Context: an optimization exercise on an open-source flow, tuned for small area, a short achievable clock period and few clock cycles per item. The choices shown serve that exercise and are no tape-out recipe. The clock input has no modelled driver; a real chip could not lean on it and would need a root buffer or a full tree. No activity file was given, so power comes from the tool's default toggle rates.

==> inputs of yarrow <==
## toy_language_char_tokenizer
module toy_language_char_tokenizer
(
   input  logic        clock,
   input  logic        reset,
   input  logic        req_valid,
   output logic        req_stall,
   input  logic [7:0]  req_char_in,
   input  logic        req_end_of_input,
   output logic        rsp_valid,
   input  logic        rsp_stall,
   output logic [4:0]  rsp_token_kind,
   output logic [4:0]  rsp_text_length,
   output logic [63:0] rsp_text_first,
   output logic [63:0] rsp_text_second,
   output logic        rsp_text_overflow,
   output logic        rsp_last_of_run
);
clock: 5.5 ns
lec_check: 0
abc_clock_period_in_ps: 2200
cap_margin: 20
core_margin: 2
core_utilization: 65
setup_slack_margin: 3.3
slew_margin: 20
standard.sh (not shown) runs the stock make flow with config.mk's settings and CLKGATE_MAP_FILE= SYNTH_SCRIPT=/design/flow/synth_recipe.tcl, a recipe that flattens the netlist after the stock synthesis.
==> flow/flow/run.sh <==
#!/bin/bash
# The standard layout with two changes: plain buffers (not delay cells) on the
# ports, and a two-level clock tree (one root buffer, ten leaf buffers, each
# driving a cluster of nearby flip-flops) in place of ORFS's clock tree, which
# has one level more. ORFS's own output is in standard_flow.log and orfs/logs.
set -euo pipefail
bash standard.sh \
  "BUFFER_PORTS_ARGS=-buffer_cell sky130_fd_sc_hd__buf_1" \
  "PRE_CTS_TCL=$PWD/flow/cts_hook.tcl" \
  finish > standard_flow.log 2>&1
Other scripts of this flow, unchanged in this note and not shown: flow/flow/cts_hook.tcl
==> cedar: changes against yarrow <==
--- a/flow/design.v
+++ b/flow/design.v
@@ -88,14 +88,12 @@
    logic        o_v;
    logic [4:0]  o_kind, o_len;
    logic        o_ovf, o_last;
    logic [7:0]  o_b0;
    logic [15:1] o_hide;        
    logic        o_txt;         
-   logic        s_v;           
-   logic [4:0]  s_kind;
    logic [7:0] text [16];
    for (genvar j = 0; j < 16; j++) begin : g_text_val
       assign text[j] = {1'b0, ~text_n[j]};
    end
    logic       is_none, is_asg, is_sym, is_num, ptext;
    logic       c_oth, kw;
@@ -136,21 +134,19 @@
       end else if (m_c.c_let) begin
          pk_in = KIND_SYMBOL;
       end else if (m_c.c_dig && !ptext) begin
          pk_in = KIND_NUMBER;
       end
    end
-   logic stay, tok, split, big, sfree, smove, proc, upd;
+   logic stay, hz, tok, step, split, proc;
    assign stay  = o_v & rsp_stall;               
+   assign hz    = rsp_stall & o_txt;             
    assign tok   = flush | own_v;
    assign split = flush & own_v;
-   assign sfree = ~stay & ~s_v;                  
-   assign smove = ~stay & s_v;                   
-   assign big  = split | (flush & ptext) | c_oth;
-   assign proc = m_v & ~(append & o_txt) & (~tok | sfree | (smove & ~big));
-   assign upd = m_v & ((start & (~is_num | sfree)) | (append & ~kw & ~o_txt));
+   assign step = m_v & ~hz & ~(stay & tok);
+   assign proc = step & ~split;
    logic m_free, acc;
    logic [7:0] in_ch;
    logic       in_eoi;
    assign m_free    = ~m_v | proc;
    assign in_ch     = k_v ? k_ch : req_char_in;
    assign in_eoi    = k_v ? k_eoi : req_end_of_input;
@@ -187,18 +183,18 @@
          k_eoi <= req_end_of_input;
       end
    end
    always_ff @(posedge clock) begin
       if (reset) begin
          pk <= KIND_NONE;
-      end else if (proc) begin
-         pk <= pk_in;
-      end
-   end
-   always_ff @(posedge clock) begin
-      if (upd) begin
+      end else if (step) begin
+         pk <= split ? KIND_NONE : pk_in;
+      end
+   end
+   always_ff @(posedge clock) begin
+      if (proc) begin
          if (start) begin
             plen      <= 5'd1;
             povf      <= 1'b0;
             kwp_if    <= (m_ch == "i");
             kwp_out   <= 1'b0;
             kwp_while <= 1'b0;
@@ -213,19 +209,19 @@
             kwp_while <= (plen == 5'd3) && (text[0] == "w") && (text[1] == "h")
                          && (text[2] == "i") && (m_ch == "l");
          end
       end
    end
    always_ff @(posedge clock) begin
-      if (m_v && start && (!is_num || sfree)) begin
+      if (m_v && start && (!is_num || !stay)) begin
          text_n[0] <= ~m_ch[6:0];
       end
    end
    for (genvar j = 1; j < 16; j++) begin : g_text
       always_ff @(posedge clock) begin
-         if (m_v && append && !o_txt && plen == 5'(j)) begin
+         if (m_v && append && !hz && plen == 5'(j)) begin
             text_n[j] <= ~m_ch[6:0];
          end
       end
    end
    logic [4:0]  t0_kind, t0_len;
    logic        t0_ovf;
@@ -250,49 +246,28 @@
    end
    always_ff @(posedge clock) begin
       if (reset) begin
          o_v   <= 1'b0;
          o_txt <= 1'b0;
       end else if (!stay) begin
-         if (s_v) begin
-            o_v   <= 1'b1;
-            o_txt <= 1'b0;
-         end else begin
-            o_v   <= proc & tok;
-            o_txt <= proc & tok & ~t0_hide[1];
-         end
-      end
-   end
-   always_ff @(posedge clock) begin
-      if (reset) begin
-         s_v <= 1'b0;
-      end else if (!stay) begin
-         s_v <= proc & (s_v ? tok : split);
+         o_v   <= step & tok;
+         o_txt <= step & tok & ~t0_hide[1];
       end
    end
    always_ff @(posedge clock) begin
       if (!stay) begin
-         if (s_v) begin
-            o_kind <= s_kind;
-            o_len  <= 5'd0;
-            o_ovf  <= 1'b0;
-            o_last <= 1'b1;
-            o_b0   <= 8'h00;
-         end else begin
-            o_kind <= t0_kind;
-            o_len  <= t0_len;
-            o_ovf  <= t0_ovf;
-            o_last <= ~split;
-            o_b0   <= t0_b0;
-         end
-         s_kind <= s_v ? t0_kind : own_kind;
+         o_kind <= t0_kind;
+         o_len  <= t0_len;
+         o_ovf  <= t0_ovf;
+         o_last <= ~split;
+         o_b0   <= t0_b0;
       end
    end
    always_ff @(posedge clock) begin
       for (int j = 1; j < 16; j++) begin
-         o_hide[j] <= stay ? !(o_len > 5'(j)) : (s_v | t0_hide[j]);
+         o_hide[j] <= stay ? !(o_len > 5'(j)) : t0_hide[j];
       end
    end
    assign rsp_valid         = o_v;
    assign rsp_token_kind    = o_kind;
    assign rsp_text_length   = o_len;
    assign rsp_text_overflow = o_ovf;
- CORE_UTILIZATION: 65 -> 50
- SETUP_SLACK_MARGIN: 3.3 -> 3.1
==> run notes <==
Yosys top cell area share 60.0%; DP Cell Count 966; multi-input logic area 2650 um2; hpwl dp 12.2 mm; die area 13400 um2; Setup Buffers After CTS 11; largest net degree at the start of global routing 24; Layout area overhead 19.2%; Seq cells 194; status finished clean; starting density of the core 67.0%; switching fraction of total power 24.7%; met2 Use GR 44.2%; CP max stage delay 0.51 ns; most frequent cells after synthesis edfxtp_1, nor2_1, nand2_1
[end of results for yarrow]
==> run notes <==
Yosys top cell area share 60.8%; status finished clean; starting density of the core 51.0%; die area 16500 um2; multi-input logic area 2310 um2; hpwl dp 12.5 mm; met2 Use GR 35.8%; largest net degree at the start of global routing 33; Seq cells 188
[end of results for cedar]
Function was not checked in any run of this note: the RTL went through the layout flow alone. In every run of this note, the design's own scripts or RTL, not TritonCTS, make the clock network.

afterwards: timing with drivers on the ports:
The results above use ideal ports. As a check the final layouts listed here were re-extracted and re-timed, cells and wires unchanged. Step 1 (the two cells are an assumption about what drives the block):
set clk [get_ports {clock}]
set_driving_cell -lib_cell sky130_fd_sc_hd__clkbuf_16 $clk
set_driving_cell -lib_cell sky130_fd_sc_hd__buf_2 [delete_from_list [all_inputs] $clk]
Step 2, shift: input delay + t, output delay - t, t = (earliest + latest rising clock arrival at the registers) / 2. This alone moves slack from input paths to output paths. Slacks: ideal / step 1 / step 2; pairs: ideal / step 1.
| run | t (ns) | slack for setup (ns) | latest minus earliest clock arrival (ns) |
|---|---|---|---|
| yarrow | 0.439 | 3.237 / 3.237 / 2.833 | 0.020 / 0.020 |
| cedar | 0.435 | 3.140 / 3.140 / 2.740 | 0.019 / 0.019 |
After both steps setup and hold are still met in every run listed. For yarrow, which loses most, drivers alone change the setup slack by 0.000 ns; drivers and shift together by -0.404 ns.
